Context: an optimization exercise on an open-source flow, tuned for small area, a short achievable clock period and few clock cycles per item. The choices shown serve that exercise and are no tape-out recipe.
Only simulation tests tie the RTL to the original design; equivalence was not proved.
Power figures rest on the tool's default switching activity, not on a simulated workload.

==> build 88: inputs <==
==> flow/design.v (excerpt) <==
module clip_space_triangle_near_clipper (
   input  logic         clock,
   input  logic         reset,
   input  logic         req_tvalid,
   output logic         req_tready,
   input  logic [ctnc_pkg::REQ_BYTES*8-1:0] req_tdata,
   output logic         rsp_tvalid,
   input  logic         rsp_tready,
   output logic [ctnc_pkg::RSP_BYTES*8-1:0] rsp_tdata,
   output logic         rsp_tlast
);
export LEC_CHECK = 0
export CAP_MARGIN = 20
export CORE_MARGIN = 2
export CORE_UTILIZATION = 45
export SLEW_MARGIN = 20
create_clock -name core_clock -period 13.0 [get_ports {clock}]
standard.sh (not shown) runs the stock make flow with config.mk's settings and CLKGATE_MAP_FILE= SYNTH_SCRIPT=/design/flow/synth_recipe.tcl, a recipe that flattens the netlist after the stock synthesis.
==> flow/flow/run.sh <==
#!/bin/bash
# The standard layout, with timing repair aimed below the clock period:
# repair_timing works on every path slower than 13 - 7 = 6 ns. The SDC,
# the clock period and all else are the standard flow's.
set -euo pipefail
export SETUP_SLACK_MARGIN=7
bash standard.sh > standard_flow.log 2>&1
==> build 41 (differences from build 88) <==
--- a/flow/design.v
+++ b/flow/design.v
@@ -246,27 +246,18 @@
       endcase
    end
    logic mb_fin, mb_free, m_free, take, ma_go;
    logic        ds1_a, ds1_b;
    logic [1:0]  p1_o, p1_i, p1_k;
+   logic [1:0]  p1o_ff, p1i_ff, p1k_ff;
    logic [31:0] p1_oc, p1_ic;
    always_comb begin
       ds1_a = clip_go;
       ds1_b = (dv_ff == DV_DS2);
-      if (ds1_a) begin
-         p1_o = ja_o;
-         p1_i = ja_i;
-         p1_k = 2'd2;
-      end else if (ds1_b) begin
-         p1_o = jb_o;
-         p1_i = jb_i;
-         p1_k = 2'd2;
-      end else begin
-         p1_o = ((!mact_ff || mk_ff[2]) ? dvj_ff : mj_ff) ? jb_o : ja_o;
-         p1_i = ((!mact_ff || mk_ff[2]) ? dvj_ff : mj_ff) ? jb_i : ja_i;
-         p1_k = (!mact_ff || mk_ff[2]) ? 2'd0 : mk_ff[1:0];
-      end
+      p1_o = p1o_ff;
+      p1_i = p1i_ff;
+      p1_k = p1k_ff;
       p1_oc = rd(p1_o, p1_k, slot0, slot1, slot2);
       p1_ic = rd(p1_i, p1_k, slot0, slot1, slot2);
    end
    logic signed [32:0] df_p, df_n;
    logic [31:0] dmag_c, nmag_c;
@@ -341,31 +332,39 @@
       logic [51:0] t, u;
       t = a ^ b ^ e;
       u = (a & b) | (a & e) | (b & e);
       csa = {t, u[50:0], 1'b0};
    endfunction
-   logic [19:0] th, th_ff;                
-   logic [21:0] yy;
+   function automatic logic [32:0] benc(input logic [19:0] t);
+      logic [21:0] yy;
+      logic [2:0]  tr;
+      logic [10:0] ng, one, two;
+      yy = {2'b00, t};
+      for (int i = 0; i < 11; i++) begin
+         tr     = {yy[2*i+1], yy[2*i], (i == 0) ? 1'b0 : yy[2*i-1]};
+         ng[i]  = tr[2] && !(tr[1] && tr[0]);
+         one[i] = tr[1] ^ tr[0];
+         two[i] = (tr == 3'b011) || (tr == 3'b100);
+      end
+      benc = {ng, two, one};
+   endfunction
+   logic [32:0] be_ff;                    
    logic [51:0] br [13];
    logic [51:0] bl1 [9];
    logic [51:0] bl2 [6];
    logic [51:0] bl3 [4];
    logic [51:0] bl4 [3];
    logic [51:0] negs, bs, bc, mul_c;
    always_comb begin
-      th   = th_ff;
-      yy   = {2'b00, th};
       negs = 52'h5555600000000;
       for (int i = 0; i < 11; i++) begin
-         logic [2:0]  tr;
          logic        ng, one, two;
          logic [32:0] mag;
          logic [33:0] row;
-         tr  = {yy[2*i+1], yy[2*i], (i == 0) ? 1'b0 : yy[2*i-1]};
-         ng  = tr[2] && !(tr[1] && tr[0]);
-         one = tr[1] ^ tr[0];
-         two = (tr == 3'b011) || (tr == 3'b100);
+         ng  = be_ff[22+i];
+         two = be_ff[11+i];
+         one = be_ff[i];
          mag = one ? {1'b0, dm_ff} : (two ? {dm_ff, 1'b0} : 33'd0);
          row = {1'b0, mag} ^ {34{ng}};
          br[i] = 52'({~row[33], row[32:0]}) << (2*i);
          negs[2*i] = ng;
       end
@@ -468,10 +467,41 @@
       end
       if (acc_in && wi_ff == 2'd0) begin slot0 <= req_tdata; fl0 <= in_fl; end
       if (acc_in && wi_ff == 2'd1) begin slot1 <= req_tdata; fl1 <= in_fl; end
       if (acc_in && wi_ff == 2'd2) slot2 <= req_tdata;
    end
+   logic       third_c, full_nx, emact_nx, rej_nx, clipgo_nx;
+   logic [1:0] typ_nx, ra_nx, rc_nx;
+   logic       mact_nx, dvj_nx, mj_nx, selnew_nx, jsel_nx;
+   logic [2:0] mk_nx;
+   always_comb begin
+      third_c   = acc_in && (wi_ff == 2'd2);
+      full_nx   = third_c ? 1'b1 : (deciding ? 1'b0 : full_ff);
+      emact_nx  = (deciding && !reject) ? 1'b1 : ((em_go && e_last) ? 1'b0 : em_act_ff);
+      rej_nx    = third_c ? rej_d : rej_ff;
+      typ_nx    = third_c ? typ_d : typ_ff;
+      ra_nx     = third_c ? ra_d  : ra_ff;
+      rc_nx     = third_c ? rc_d  : rc_ff;
+      clipgo_nx = full_nx && !emact_nx && !rej_nx && (typ_nx != TY_VIS);
+      mact_nx   = take ? 1'b1 : ((mk_ff[2] && mb_free) ? 1'b0 : mact_ff);
+      mk_nx     = ma_go ? (take ? 3'd1 : mk_ff + 3'd1) : mk_ff;
+      dvj_nx    = ((dv_ff == DV_DS2) || (take && !dvj_ff)) ? (dv_ff != DV_DS2) : dvj_ff;
+      mj_nx     = take ? dvj_ff : mj_ff;
+      selnew_nx = !mact_nx || mk_nx[2];
+      jsel_nx   = selnew_nx ? dvj_nx : mj_nx;
+   end
+   always_ff @(posedge clock) begin
+      if (clipgo_nx) begin
+         p1o_ff <= ra_nx; p1i_ff <= rc_nx; p1k_ff <= 2'd2;
+      end else if (clip_go) begin
+         p1o_ff <= jb_o; p1i_ff <= jb_i; p1k_ff <= 2'd2;
+      end else begin
+         p1o_ff <= jsel_nx ? jb_o : ja_o;
+         p1i_ff <= jsel_nx ? jb_i : ja_i;
+         p1k_ff <= selnew_nx ? 2'd0 : mk_nx[1:0];
+      end
+   end
    always_ff @(posedge clock) begin
       if (ds1_a || ds1_b) begin
          nmag_ff <= nmag_c; dmag_ff <= dmag_c; nz_ff <= nz_c; ng_ff <= ng_c;
       end
       if ((dv_ff == DV_DS2) || (take && !dvj_ff)) begin
@@ -503,14 +533,14 @@
          ds_ff   <= df_p[32];
          mbk_ff  <= take ? 2'd0 : mk_ff[1:0];
          mbj_ff  <= take ? dvj_ff : mj_ff;
          mk_ff   <= take ? 3'd1 : mk_ff + 3'd1;
          mbph_ff <= 1'b0;
-         th_ff   <= take ? tm_c[19:0] : tm_ff[19:0];
+         be_ff   <= benc(take ? tm_c[19:0] : tm_ff[19:0]);
       end else if (mbv_ff && !mb_fin) begin
          mbph_ff <= 1'b1;
-         th_ff   <= {4'd0, tm_ff[31:20], 4'd0};
+         be_ff   <= benc({4'd0, tm_ff[31:20], 4'd0});
       end
       if (mbv_ff) acc_ff <= mul_c;
       if (mb_fin) begin
          sg_ff   <= ds_ff ^ tn_ff;
          mck_ff  <= mbk_ff;
Settings changed: CORE_UTILIZATION 45 to 55, TNS_END_PERCENT from default to 10.
==> comparison <==
Between build 41 and build 88, the lower clock-buffer cell count is in build 88 (gap 17).
In build 41 the critical path depth is higher than in build 88, by 5.
Against build 41, the global-route usage of build 88 is lower by 5.0 points.
Of build 41 and build 88, build 88 has the higher final area (gap 4.6%, measured against build 88).
Testbench counts of build 88, summed over its fixed seeds: cycles 2,314, triangles 256.
Testbench counts of build 41, summed over its fixed seeds: cycles 2,314, triangles 256.

==> run G: inputs <==
Another version of the RTL of clip_space_triangle_near_clipper (not shown whole).
make LEC_CHECK=0 CAP_MARGIN=20 CORE_MARGIN=2 CORE_UTILIZATION=45 SETUP_SLACK_MARGIN=5 SLEW_MARGIN=20 TNS_END_PERCENT=100 finish   # period 13.0 ns
run.sh (not shown) runs the stock make flow with config.mk's settings and CLKGATE_MAP_FILE= SYNTH_SCRIPT=/design/flow/synth_recipe.tcl, a recipe that flattens the netlist after the stock synthesis.
Stock flow here: none of the scripts above is used.
==> run H (differences from run G) <==
--- a/flow/design.v
+++ b/flow/design.v
@@ -52,17 +52,17 @@
    localparam logic [1:0] TY_TWO = 2'd1;
    localparam logic [1:0] TY_ONE = 2'd2;
    localparam logic [1:0] DV_IDLE = 2'd0;
    localparam logic [1:0] DV_DS2  = 2'd1;
    localparam logic [1:0] DV_RUN  = 2'd2;
    localparam logic [1:0] DV_DONE = 2'd3;
    logic [151:0] slot0, slot1, slot2;
-   logic [5:0]   fl0, fl1;                
-   logic         rej_ff;
+   logic [5:0]   fl0, fl1, fl2;           
    logic [2:0]   free_ff;
+   logic [1:0]   wi_ff;
    logic         full_ff;
    logic         rdy_ff;
    logic         em_act_ff;
    logic [1:0]   typ_ff;
    logic [1:0]   ra_ff, rb_ff, rc_ff;
    logic [2:0]   idx_ff;
    logic [127:0] out_xyzw;
@@ -74,33 +74,31 @@
    logic [31:0]  nmag_ff, dmag_ff;
    logic         nz_ff, ng_ff;
    logic [31:0]  dd_ff;                   
    logic [33:0]  d3_ff;                   
    logic [31:0]  rr_ff;                   
    logic [31:0]  qn_ff;                   
    logic [2:0]   cnt_ff;
-   logic         sat_ff, zero_ff, neg_ff, one_ff;
+   logic         sat_ff, zero_ff, neg_ff;
    logic         mact_ff;                 
    logic         mj_ff;                   
    logic [2:0]   mk_ff;                   
    logic [31:0]  tm_ff;                   
    logic         tn_ff;                   
    logic         t1_ff;                   
    logic [31:0]  dm_ff;                   
    logic         ds_ff;                   
    logic         mbv_ff, mbph_ff;
    logic [1:0]   mbk_ff;
    logic         mbj_ff;
-   logic [51:0]  acc_ff;
+   logic [47:0]  acc_ff;
    logic         mcv_ff, mcj_ff, mcsh_ff;
    logic [1:0]   mck_ff;
    logic         sg_ff;                   
-   logic [2:0] rel;                       
-   logic [1:0] wi_ff;
-   assign req_tready = rdy_ff || rel[wi_ff];
+   assign req_tready = rdy_ff;
    assign rsp_tvalid = valid_ff;
    assign rsp_tlast  = last_ff;
    assign rsp_tdata  = {out_rgb, out_xyzw};
    logic signed [32:0] ix, iy, iz, iw;
    logic [5:0] in_fl;
    always_comb begin
       ix = {req_tdata[31],  req_tdata[31:0]};
@@ -110,23 +108,22 @@
       in_fl[0] = (iz + iw) < 0;           
       in_fl[1] = (iw - iz) < 0;           
       in_fl[2] = (ix + iw) < 0;           
       in_fl[3] = (iw - ix) < 0;           
       in_fl[4] = (iy + iw) < 0;           
       in_fl[5] = (iw - iy) < 0;           
    end
-   logic       deciding, reject;
+   logic       deciding;
    logic [2:0] nr;
-   logic       rej_d;
+   logic       reject;
    logic [1:0] typ_d, ra_d, rb_d, rc_d;
    always_comb begin
       deciding = full_ff && !em_act_ff;
-      reject = rej_ff;
-      nr = {in_fl[0], fl1[0], fl0[0]};
-      rej_d = |(fl0 & fl1 & in_fl);
+      nr = {fl2[0], fl1[0], fl0[0]};
+      reject = |(fl0 & fl1 & fl2);
       typ_d = TY_VIS; ra_d = 2'd0; rb_d = 2'd1; rc_d = 2'd2;
       if (nr[0] && nr[1]) begin
          typ_d = TY_TWO; ra_d = 2'd0; rb_d = 2'd1; rc_d = 2'd2;
       end else if (nr[1] && nr[2]) begin
          typ_d = TY_TWO; ra_d = 2'd1; rb_d = 2'd2; rc_d = 2'd0;
       end else if (nr[0] && nr[2]) begin
          typ_d = TY_TWO; ra_d = 2'd2; rb_d = 2'd0; rc_d = 2'd1;
@@ -135,15 +132,15 @@
       end else if (nr[1]) begin
          typ_d = TY_ONE; ra_d = 2'd1; rb_d = 2'd2; rc_d = 2'd0;
       end else if (nr[2]) begin
          typ_d = TY_ONE; ra_d = 2'd2; rb_d = 2'd0; rc_d = 2'd1;
       end
    end
    logic clip_go;
-   assign clip_go = deciding && !reject && (typ_ff != TY_VIS);
+   assign clip_go = deciding && !reject && (typ_d != TY_VIS);
    logic [1:0] ja_o, ja_i, ja_w, jb_o, jb_i, jb_w;
    always_comb begin
       if (typ_ff == TY_TWO) begin
          ja_o = ra_ff; ja_i = rc_ff; ja_w = ra_ff;
          jb_o = rb_ff; jb_i = rc_ff; jb_w = rb_ff;
       end else begin
          ja_o = ra_ff; ja_i = rc_ff; ja_w = rc_ff;
@@ -164,41 +161,46 @@
          2'd1:    rd = v[63:32];
          2'd2:    rd = v[95:64];
          default: rd = v[127:96];
       endcase
    endfunction
    logic [1:0]  p2_o, mc_w;
    logic [31:0] p2_oc;
-   logic [51:0] pp;
+   logic [47:0] pp;
    logic        big;
    logic [31:0] pm;
    logic [32:0] sum_c;
    logic [31:0] res_c;
    always_comb begin
       p2_o  = mcj_ff ? jb_o : ja_o;
       mc_w  = mcj_ff ? jb_w : ja_w;
       p2_oc = rd(p2_o, mck_ff, slot0, slot1, slot2);
-      pp    = mcsh_ff ? {16'd0, acc_ff[51:16]} : acc_ff;
-      big   = |pp[51:31];
+      pp    = mcsh_ff ? {16'd0, acc_ff[47:16]} : acc_ff;
+      big   = |pp[47:31];
       if (sg_ff) pm = big ? 32'h8000_0000 : {1'b0, pp[30:0]};
       else       pm = big ? 32'h7FFF_FFFF : {1'b0, pp[30:0]};
       sum_c = {p2_oc[31], p2_oc} + ({1'b0, pm} ^ {33{sg_ff}}) + {32'd0, sg_ff};
       if (sum_c[32] != sum_c[31]) res_c = sum_c[32] ? 32'h8000_0000 : 32'h7FFF_FFFF;
       else                        res_c = sum_c[31:0];
    end
    logic a_fin, b_fin;
    assign a_fin = mcv_ff && !mcj_ff && (mck_ff == 2'd3);
    assign b_fin = mcv_ff &&  mcj_ff && (mck_ff == 2'd3);
    logic [1:0] typ_c, ra_c, rb_c, rc_c;
    logic [2:0] idx_c;
    logic       cand, e_rdy, e_last, e_byp;
    logic [1:0] xs, cs_rgb;
    always_comb begin
-      typ_c = typ_ff; ra_c = ra_ff; rb_c = rb_ff; rc_c = rc_ff; idx_c = idx_ff;
-      cand  = em_act_ff || (deciding && !reject);
+      if (deciding) begin
+         typ_c = typ_d; ra_c = ra_d; rb_c = rb_d; rc_c = rc_d; idx_c = 3'd0;
+         cand  = !reject;
+      end else begin
+         typ_c = typ_ff; ra_c = ra_ff; rb_c = rb_ff; rc_c = rc_ff; idx_c = idx_ff;
+         cand  = em_act_ff;
+      end
       xs = ra_c; cs_rgb = ra_c; e_rdy = 1'b1; e_last = 1'b0; e_byp = 1'b0;
       case (typ_c)
          TY_TWO: begin
             case (idx_c)
                3'd0:    begin xs = rc_c; end
                3'd1:    begin xs = ra_c; e_rdy = adone_ff || a_fin; e_byp = a_fin; end
                default: begin xs = rb_c; e_rdy = bdone_ff || b_fin; e_byp = b_fin;
@@ -250,25 +252,25 @@
    logic        ds1_a, ds1_b;
    logic [1:0]  p1_o, p1_i, p1_k;
    logic [31:0] p1_oc, p1_ic;
    always_comb begin
       ds1_a = clip_go;
       ds1_b = (dv_ff == DV_DS2);
       if (ds1_a) begin
-         p1_o = ja_o;
-         p1_i = ja_i;
+         p1_o = ra_d;
+         p1_i = rc_d;
          p1_k = 2'd2;
       end else if (ds1_b) begin
          p1_o = jb_o;
          p1_i = jb_i;
          p1_k = 2'd2;
       end else begin
-         p1_o = ((!mact_ff || mk_ff[2]) ? dvj_ff : mj_ff) ? jb_o : ja_o;
-         p1_i = ((!mact_ff || mk_ff[2]) ? dvj_ff : mj_ff) ? jb_i : ja_i;
-         p1_k = (!mact_ff || mk_ff[2]) ? 2'd0 : mk_ff[1:0];
+         p1_o = (take ? dvj_ff : mj_ff) ? jb_o : ja_o;
+         p1_i = (take ? dvj_ff : mj_ff) ? jb_i : ja_i;
+         p1_k = take ? 2'd0 : mk_ff[1:0];
       end
       p1_oc = rd(p1_o, p1_k, slot0, slot1, slot2);
       p1_ic = rd(p1_i, p1_k, slot0, slot1, slot2);
    end
    logic signed [32:0] df_p, df_n;
    logic [31:0] dmag_c, nmag_c;
    logic        nz_c, ng_c;
@@ -279,25 +281,31 @@
       nmag_c = p1_oc[31] ? (32'd0 - p1_oc) : p1_oc;
       nz_c   = (p1_oc == 32'd0);
       ng_c   = (!p1_oc[31] && !nz_c) ^ df_p[32];
    end
    logic [31:0] ds2_r, ds2_q;
    logic [2:0]  ds2_cnt;
    logic        ds2_sat;
-   logic        lt0, lt4;
+   logic        lt0, lt4, lt8, lt12;
    always_comb begin
       ds2_sat = ({15'd0, nmag_ff[31:15]} >= dmag_ff);
       lt0  = (nmag_ff < dmag_ff);
       lt4  = ({4'd0, nmag_ff[31:4]} < dmag_ff);
+      lt8  = ({8'd0, nmag_ff[31:8]} < dmag_ff);
+      lt12 = ({12'd0, nmag_ff[31:12]} < dmag_ff);
       if (nz_ff || ds2_sat) begin
          ds2_cnt = 3'd0; ds2_r = '0; ds2_q = '0;
       end else if (lt0) begin
          ds2_cnt = 3'd3; ds2_r = nmag_ff; ds2_q = '0;
       end else if (lt4) begin
          ds2_cnt = 3'd4; ds2_r = {4'd0, nmag_ff[31:4]}; ds2_q = {nmag_ff[3:0], 28'd0};
+      end else if (lt8) begin
+         ds2_cnt = 3'd5; ds2_r = {8'd0, nmag_ff[31:8]}; ds2_q = {nmag_ff[7:0], 24'd0};
+      end else if (lt12) begin
+         ds2_cnt = 3'd6; ds2_r = {12'd0, nmag_ff[31:12]}; ds2_q = {nmag_ff[11:0], 20'd0};
       end else begin
          ds2_cnt = 3'd7; ds2_r = {16'd0, nmag_ff[31:16]}; ds2_q = {nmag_ff[15:0], 16'd0};
       end
    end
    function automatic logic [33:0] r4(input logic [31:0] r, input logic [1:0] b,
                                       input logic [31:0] d, input logic [33:0] d3);
       logic [33:0] rp;
@@ -333,60 +341,57 @@
       mb_fin  = mbv_ff && (t1_ff || mbph_ff);
       mb_free = !mbv_ff || mb_fin;
       m_free  = !mact_ff || (mk_ff[2] && mb_free);
       take    = dv_res && m_free &&
                 !(!dvj_ff && typ_ff == TY_ONE && idx_ff < 3'd2);
       ma_go   = take || (mact_ff && !mk_ff[2] && mb_free);
    end
-   logic [19:0] th;
-   logic [51:0] mul_c;
+   logic [15:0] th;
+   logic [47:0] mul_c;
    always_comb begin
-      th    = mbph_ff ? {4'd0, tm_ff[31:20], 4'd0} : tm_ff[19:0];
-      mul_c = {20'd0, dm_ff} * {32'd0, th} + (mbph_ff ? {16'd0, acc_ff[51:16]} : 52'd0);
+      th    = mbph_ff ? tm_ff[31:16] : tm_ff[15:0];
+      mul_c = {16'd0, dm_ff} * {32'd0, th} + (mbph_ff ? {16'd0, acc_ff[47:16]} : 48'd0);
    end
    logic acc_in;
-   assign acc_in = req_tvalid && req_tready;
+   assign acc_in = req_tvalid && rdy_ff;
    logic [2:0] free_n;
    logic [1:0] wi_n;
    always_comb begin
-      rel = 3'b000;
-      if (deciding && reject) rel = 3'b111;
-      if (em_go) begin
-         if (e_last && typ_c != TY_VIS) rel = 3'b111;
-         else if (typ_c == TY_VIS)      rel[xs] = 1'b1;
-      end
-      free_n = free_ff | rel;
+      free_n = free_ff;
       wi_n   = wi_ff;
       if (acc_in) begin
          free_n[wi_ff] = 1'b0;
          wi_n = (wi_ff == 2'd2) ? 2'd0 : wi_ff + 2'd1;
       end
+      if (deciding && reject) free_n = 3'b111;
+      if (em_go) begin
+         if (e_last && typ_c != TY_VIS) free_n = 3'b111;
+         else if (typ_c == TY_VIS)      free_n[xs] = 1'b1;
+      end
    end
    always_ff @(posedge clock) begin
       if (reset) begin
          free_ff   <= 3'b111;
          wi_ff     <= 2'd0;
          full_ff   <= 1'b0;
          rdy_ff    <= 1'b1;
          em_act_ff <= 1'b0;
-         idx_ff    <= 3'd0;
          valid_ff  <= 1'b0;
          dv_ff     <= DV_IDLE;
          mact_ff   <= 1'b0;
          mbv_ff    <= 1'b0;
          mcv_ff    <= 1'b0;
       end else begin
          free_ff <= free_n;
          wi_ff   <= wi_n;
          rdy_ff  <= free_n[wi_n];
          if (acc_in && wi_ff == 2'd2) full_ff <= 1'b1;
          else if (deciding)           full_ff <= 1'b0;
-         if (deciding && !reject)     em_act_ff <= 1'b1;
+         if (deciding && !reject)     em_act_ff <= !(em_go && e_last);
          else if (em_go && e_last)    em_act_ff <= 1'b0;
-         if (em_go) idx_ff <= e_last ? 3'd0 : idx_ff + 3'd1;
          if (em_go)           valid_ff <= 1'b1;
          else if (rsp_tready) valid_ff <= 1'b0;
          case (dv_ff)
             DV_IDLE: if (clip_go) dv_ff <= DV_DS2;
             DV_DS2:  dv_ff <= DV_RUN;
             DV_RUN:  if (dv_last) begin
                if (!take)       dv_ff <= DV_DONE;
@@ -398,68 +403,68 @@
          else if (mk_ff[2] && mb_free)   mact_ff <= 1'b0;
          if (ma_go)       mbv_ff <= 1'b1;
          else if (mb_fin) mbv_ff <= 1'b0;
          mcv_ff <= mb_fin;
       end
    end
    always_ff @(posedge clock) begin
-      if (acc_in && wi_ff == 2'd2) begin
-         rej_ff <= rej_d;
+      if (deciding && !reject) begin
          typ_ff <= typ_d; ra_ff <= ra_d; rb_ff <= rb_d; rc_ff <= rc_d;
       end
+      if (em_go) idx_ff <= idx_c + 3'd1;
+      else if (deciding) idx_ff <= 3'd0;
       if (em_go) begin
          out_xyzw <= e_xyzw;
          out_rgb  <= e_rgb;
          last_ff  <= e_last;
       end
       if (clip_go) begin
          adone_ff <= 1'b0; bdone_ff <= 1'b0;
       end else begin
          if (a_fin) adone_ff <= 1'b1;
          if (b_fin) bdone_ff <= 1'b1;
       end
    end
    always_ff @(posedge clock) begin
+      if (acc_in && wi_ff == 2'd0) begin slot0 <= req_tdata; fl0 <= in_fl; end
+      if (acc_in && wi_ff == 2'd1) begin slot1 <= req_tdata; fl1 <= in_fl; end
+      if (acc_in && wi_ff == 2'd2) begin slot2 <= req_tdata; fl2 <= in_fl; end
       if (mcv_ff) begin
          case (mc_w)
             2'd0: slot0[32*mck_ff +: 32] <= res_c;
             2'd1: slot1[32*mck_ff +: 32] <= res_c;
             default: slot2[32*mck_ff +: 32] <= res_c;
          endcase
       end
-      if (acc_in && wi_ff == 2'd0) begin slot0 <= req_tdata; fl0 <= in_fl; end
-      if (acc_in && wi_ff == 2'd1) begin slot1 <= req_tdata; fl1 <= in_fl; end
-      if (acc_in && wi_ff == 2'd2) slot2 <= req_tdata;
    end
    always_ff @(posedge clock) begin
       if (ds1_a || ds1_b) begin
          nmag_ff <= nmag_c; dmag_ff <= dmag_c; nz_ff <= nz_c; ng_ff <= ng_c;
       end
       if ((dv_ff == DV_DS2) || (take && !dvj_ff)) begin
          dd_ff   <= dmag_ff;
          d3_ff   <= {2'b0, dmag_ff} + {1'b0, dmag_ff, 1'b0};
          rr_ff   <= ds2_r;
          qn_ff   <= ds2_q;
          cnt_ff  <= ds2_cnt;
          sat_ff  <= ds2_sat;
          zero_ff <= nz_ff;
          neg_ff  <= ng_ff;
-         one_ff  <= nz_ff || (!ds2_sat && lt4);
          dvj_ff  <= (dv_ff != DV_DS2);
       end else if (dv_ff == DV_RUN) begin
          rr_ff  <= r2;
          qn_ff  <= qn_next;
          cnt_ff <= cnt_ff - 3'd1;
       end
    end
    always_ff @(posedge clock) begin
       if (take) begin
          tm_ff <= tm_c;
          tn_ff <= neg_ff;
-         t1_ff <= one_ff;
+         t1_ff <= (tm_c[31:16] == 16'd0);
          mj_ff <= dvj_ff;
       end
       if (ma_go) begin
          dm_ff   <= dmag_c;
          ds_ff   <= df_p[32];
          mbk_ff  <= take ? 2'd0 : mk_ff[1:0];
          mbj_ff  <= take ? dvj_ff : mj_ff;
==> run B (differences from run G) <==
--- a/flow/design.v
+++ b/flow/design.v
@@ -162,25 +162,24 @@
       case (k)
          2'd0:    rd = v[31:0];
          2'd1:    rd = v[63:32];
          2'd2:    rd = v[95:64];
          default: rd = v[127:96];
       endcase
    endfunction
-   logic [1:0]  p2_o, mc_w;
-   logic [31:0] p2_oc;
+   logic [1:0]  mc_w;
+   logic [31:0] p2_oc, oc_ff;             
    logic [51:0] pp;
    logic        big;
    logic [31:0] pm;
    logic [32:0] sum_c;
    logic [31:0] res_c;
    always_comb begin
-      p2_o  = mcj_ff ? jb_o : ja_o;
       mc_w  = mcj_ff ? jb_w : ja_w;
-      p2_oc = rd(p2_o, mck_ff, slot0, slot1, slot2);
+      p2_oc = oc_ff;
       pp    = mcsh_ff ? {16'd0, acc_ff[51:16]} : acc_ff;
       big   = |pp[51:31];
       if (sg_ff) pm = big ? 32'h8000_0000 : {1'b0, pp[30:0]};
       else       pm = big ? 32'h7FFF_FFFF : {1'b0, pp[30:0]};
       sum_c = {p2_oc[31], p2_oc} + ({1'b0, pm} ^ {33{sg_ff}}) + {32'd0, sg_ff};
       if (sum_c[32] != sum_c[31]) res_c = sum_c[32] ? 32'h8000_0000 : 32'h7FFF_FFFF;
       else                        res_c = sum_c[31:0];
@@ -245,31 +244,22 @@
          2'd1:    e_rgb = slot1[151:128];
          default: e_rgb = slot2[151:128];
       endcase
    end
    logic mb_fin, mb_free, m_free, take, ma_go;
    logic        ds1_a, ds1_b;
    logic [1:0]  p1_o, p1_i, p1_k;
+   logic [1:0]  p1o_ff, p1i_ff, p1k_ff;
    logic [31:0] p1_oc, p1_ic;
    always_comb begin
       ds1_a = clip_go;
       ds1_b = (dv_ff == DV_DS2);
-      if (ds1_a) begin
-         p1_o = ja_o;
-         p1_i = ja_i;
-         p1_k = 2'd2;
-      end else if (ds1_b) begin
-         p1_o = jb_o;
-         p1_i = jb_i;
-         p1_k = 2'd2;
-      end else begin
-         p1_o = ((!mact_ff || mk_ff[2]) ? dvj_ff : mj_ff) ? jb_o : ja_o;
-         p1_i = ((!mact_ff || mk_ff[2]) ? dvj_ff : mj_ff) ? jb_i : ja_i;
-         p1_k = (!mact_ff || mk_ff[2]) ? 2'd0 : mk_ff[1:0];
-      end
+      p1_o = p1o_ff;
+      p1_i = p1i_ff;
+      p1_k = p1k_ff;
       p1_oc = rd(p1_o, p1_k, slot0, slot1, slot2);
       p1_ic = rd(p1_i, p1_k, slot0, slot1, slot2);
    end
    logic signed [32:0] df_p, df_n;
    logic [31:0] dmag_c, nmag_c;
    logic        nz_c, ng_c;
    always_comb begin
@@ -333,19 +323,68 @@
       mb_fin  = mbv_ff && (t1_ff || mbph_ff);
       mb_free = !mbv_ff || mb_fin;
       m_free  = !mact_ff || (mk_ff[2] && mb_free);
       take    = dv_res && m_free &&
                 !(!dvj_ff && typ_ff == TY_ONE && idx_ff < 3'd2);
       ma_go   = take || (mact_ff && !mk_ff[2] && mb_free);
    end
-   logic [19:0] th;
-   logic [51:0] mul_c;
-   always_comb begin
-      th    = mbph_ff ? {4'd0, tm_ff[31:20], 4'd0} : tm_ff[19:0];
-      mul_c = {20'd0, dm_ff} * {32'd0, th} + (mbph_ff ? {16'd0, acc_ff[51:16]} : 52'd0);
+   function automatic logic [103:0] csa(input logic [51:0] a, input logic [51:0] b,
+                                        input logic [51:0] e);
+      logic [51:0] t, u;
+      t = a ^ b ^ e;
+      u = (a & b) | (a & e) | (b & e);
+      csa = {t, u[50:0], 1'b0};
+   endfunction
+   function automatic logic [32:0] benc(input logic [19:0] t);
+      logic [21:0] yy;
+      logic [2:0]  tr;
+      logic [10:0] ng, one, two;
+      yy = {2'b00, t};
+      for (int i = 0; i < 11; i++) begin
+         tr     = {yy[2*i+1], yy[2*i], (i == 0) ? 1'b0 : yy[2*i-1]};
+         ng[i]  = tr[2] && !(tr[1] && tr[0]);
+         one[i] = tr[1] ^ tr[0];
+         two[i] = (tr == 3'b011) || (tr == 3'b100);
+      end
+      benc = {ng, two, one};
+   endfunction
+   logic [32:0] be_ff;                    
+   logic [51:0] br [13];
+   logic [51:0] bl1 [9];
+   logic [51:0] bl2 [6];
+   logic [51:0] bl3 [4];
+   logic [51:0] bl4 [3];
+   logic [51:0] negs, bs, bc, mul_c;
+   always_comb begin
+      negs = 52'h5555600000000;
+      for (int i = 0; i < 11; i++) begin
+         logic        ng, one, two;
+         logic [32:0] mag;
+         logic [33:0] row;
+         ng  = be_ff[22+i];
+         two = be_ff[11+i];
+         one = be_ff[i];
+         mag = one ? {1'b0, dm_ff} : (two ? {dm_ff, 1'b0} : 33'd0);
+         row = {1'b0, mag} ^ {34{ng}};
+         br[i] = 52'({~row[33], row[32:0]}) << (2*i);
+         negs[2*i] = ng;
+      end
+      br[11] = negs;
+      br[12] = mbph_ff ? {16'd0, acc_ff[51:16]} : 52'd0;
+      for (int g = 0; g < 4; g++)
+         {bl1[2*g], bl1[2*g+1]} = csa(br[3*g], br[3*g+1], br[3*g+2]);
+      bl1[8] = br[12];
+      for (int g = 0; g < 3; g++)
+         {bl2[2*g], bl2[2*g+1]} = csa(bl1[3*g], bl1[3*g+1], bl1[3*g+2]);
+      for (int g = 0; g < 2; g++)
+         {bl3[2*g], bl3[2*g+1]} = csa(bl2[3*g], bl2[3*g+1], bl2[3*g+2]);
+      {bl4[0], bl4[1]} = csa(bl3[0], bl3[1], bl3[2]);
+      bl4[2] = bl3[3];
+      {bs, bc} = csa(bl4[0], bl4[1], bl4[2]);
+      mul_c = bs + bc;
    end
    logic acc_in;
    assign acc_in = req_tvalid && req_tready;
    logic [2:0] free_n;
    logic [1:0] wi_n;
    always_comb begin
       rel = 3'b000;
@@ -426,14 +465,45 @@
             default: slot2[32*mck_ff +: 32] <= res_c;
          endcase
       end
       if (acc_in && wi_ff == 2'd0) begin slot0 <= req_tdata; fl0 <= in_fl; end
       if (acc_in && wi_ff == 2'd1) begin slot1 <= req_tdata; fl1 <= in_fl; end
       if (acc_in && wi_ff == 2'd2) slot2 <= req_tdata;
    end
+   logic       third_c, full_nx, emact_nx, rej_nx, clipgo_nx;
+   logic [1:0] typ_nx, ra_nx, rc_nx;
+   logic       mact_nx, dvj_nx, mj_nx, selnew_nx, jsel_nx;
+   logic [2:0] mk_nx;
+   always_comb begin
+      third_c   = acc_in && (wi_ff == 2'd2);
+      full_nx   = third_c ? 1'b1 : (deciding ? 1'b0 : full_ff);
+      emact_nx  = (deciding && !reject) ? 1'b1 : ((em_go && e_last) ? 1'b0 : em_act_ff);
+      rej_nx    = third_c ? rej_d : rej_ff;
+      typ_nx    = third_c ? typ_d : typ_ff;
+      ra_nx     = third_c ? ra_d  : ra_ff;
+      rc_nx     = third_c ? rc_d  : rc_ff;
+      clipgo_nx = full_nx && !emact_nx && !rej_nx && (typ_nx != TY_VIS);
+      mact_nx   = take ? 1'b1 : ((mk_ff[2] && mb_free) ? 1'b0 : mact_ff);
+      mk_nx     = ma_go ? (take ? 3'd1 : mk_ff + 3'd1) : mk_ff;
+      dvj_nx    = ((dv_ff == DV_DS2) || (take && !dvj_ff)) ? (dv_ff != DV_DS2) : dvj_ff;
+      mj_nx     = take ? dvj_ff : mj_ff;
+      selnew_nx = !mact_nx || mk_nx[2];
+      jsel_nx   = selnew_nx ? dvj_nx : mj_nx;
+   end
+   always_ff @(posedge clock) begin
+      if (clipgo_nx) begin
+         p1o_ff <= ra_nx; p1i_ff <= rc_nx; p1k_ff <= 2'd2;
+      end else if (clip_go) begin
+         p1o_ff <= jb_o; p1i_ff <= jb_i; p1k_ff <= 2'd2;
+      end else begin
+         p1o_ff <= jsel_nx ? jb_o : ja_o;
+         p1i_ff <= jsel_nx ? jb_i : ja_i;
+         p1k_ff <= selnew_nx ? 2'd0 : mk_nx[1:0];
+      end
+   end
    always_ff @(posedge clock) begin
       if (ds1_a || ds1_b) begin
          nmag_ff <= nmag_c; dmag_ff <= dmag_c; nz_ff <= nz_c; ng_ff <= ng_c;
       end
       if ((dv_ff == DV_DS2) || (take && !dvj_ff)) begin
          dd_ff   <= dmag_ff;
          d3_ff   <= {2'b0, dmag_ff} + {1'b0, dmag_ff, 1'b0};
@@ -461,19 +531,22 @@
       if (ma_go) begin
          dm_ff   <= dmag_c;
          ds_ff   <= df_p[32];
          mbk_ff  <= take ? 2'd0 : mk_ff[1:0];
          mbj_ff  <= take ? dvj_ff : mj_ff;
          mk_ff   <= take ? 3'd1 : mk_ff + 3'd1;
          mbph_ff <= 1'b0;
+         be_ff   <= benc(take ? tm_c[19:0] : tm_ff[19:0]);
       end else if (mbv_ff && !mb_fin) begin
          mbph_ff <= 1'b1;
+         be_ff   <= benc({4'd0, tm_ff[31:20], 4'd0});
       end
       if (mbv_ff) acc_ff <= mul_c;
       if (mb_fin) begin
          sg_ff   <= ds_ff ^ tn_ff;
          mck_ff  <= mbk_ff;
          mcj_ff  <= mbj_ff;
          mcsh_ff <= t1_ff;
+         oc_ff   <= rd(mbj_ff ? jb_o : ja_o, mbk_ff, slot0, slot1, slot2);
       end
    end
 endmodule
==> flow/flow/run.sh (new file) <==
#!/bin/bash
# The standard layout, with timing repair aimed below the clock period:
# repair_timing works on every path slower than 13 - 7 = 6 ns. The SDC,
# the clock period and all else are the standard flow's.
set -euo pipefail
export SETUP_SLACK_MARGIN=7
bash standard.sh > standard_flow.log 2>&1
==> flow/standard.sh (new file) <==
#!/bin/bash
# synth_recipe.tcl (not shown) runs the flow's synth.tcl, then flattens the netlist and writes it again
# the make line also repeats each setting of config.mk as NAME=value (left out here)
make -C /OpenROAD-flow-scripts/flow DESIGN_CONFIG=/design/flow/config.mk WORK_HOME=/design/flow/orfs CLKGATE_MAP_FILE= SYNTH_SCRIPT=/design/flow/synth_recipe.tcl "${@:-finish}"
==> flow/config.mk (replaced) <==
export PLATFORM = sky130hd
export DESIGN_NAME = clip_space_triangle_near_clipper
export DESIGN_NICKNAME = clip_space_triangle_near_clipper
export VERILOG_FILES = /design/flow/design.v
export SDC_FILE = /design/flow/constraint.sdc
export NUM_CORES = 4
export LEC_CHECK = 0
export CAP_MARGIN = 20
export CORE_MARGIN = 2
export CORE_UTILIZATION = 65
export SLEW_MARGIN = 20
removed: flow/run.sh
==> comparison <==
In run H the critical path depth is lower than in run B, by 6. Clock skew: run B is higher than run H (5.5 ps). The highest total power belongs to run H, the lowest to run G. Of run B and run H, run H has the higher die area (gap 25%, measured against run H). Hold slack: run B > run H > run G. Between run B and run G, the lower first-iteration DRC count is in run G (gap 28%, measured against run G). The highest via count belongs to run B, the lowest to run H. Against run B, the sequential cell count of run H is lower by 72. Between run G and run B, the lower sequential power is in run G (gap 9.6%, measured against run B).
Testbench counts of run G, summed over its fixed seeds: cycles 2,314, triangles 256.
Testbench counts of run H, summed over its fixed seeds: cycles 2,847, triangles 256.
Testbench counts of run B, summed over its fixed seeds: cycles 2,314, triangles 256.

-- what the ideal ports hide --
No port has a modelled driver above. Below, the same layouts with a new extraction and two added sets of constraints. Step 1 (the two cells are an assumption about what drives the block):
set clk [get_ports {clock}]
set_driving_cell -lib_cell sky130_fd_sc_hd__clkbuf_16 $clk
set_driving_cell -lib_cell sky130_fd_sc_hd__buf_2 [delete_from_list [all_inputs] $clk]
Step 2 times the ports against the registers' clock, not the clock port: input delays grow and output delays shrink by t, the midpoint of the rising clock arrivals with the driver on. Slacks: no drivers / after step 1 / after step 2; pairs: no drivers / after step 1.
| run | t (ns) | slack for setup (ns) | slew at the worst register clock pin (ns) | worst data-port slew with drivers (ns) |
|---|---|---|---|---|
| build 88 | 0.921 | 6.044 / 6.044 / 6.006 | 0.08 / 0.08 | 0.08 |
| build 41 | 0.889 | 6.023 / 5.990 / 5.203 | 0.08 / 0.08 | 0.16 |
| run G | 0.894 | 4.975 / 4.975 / 4.975 | 0.07 / 0.07 | 0.22 |
| run H | 0.868 | 4.941 / 4.941 / 4.941 | 0.08 / 0.08 | 0.10 |
| run B | 0.846 | 5.770 / 5.770 / 5.770 | 0.07 / 0.07 | 0.19 |
After both steps setup and hold are still met in every run listed. For build 41, which loses most, drivers alone change the setup slack by -0.033 ns; drivers and shift together by -0.820 ns.
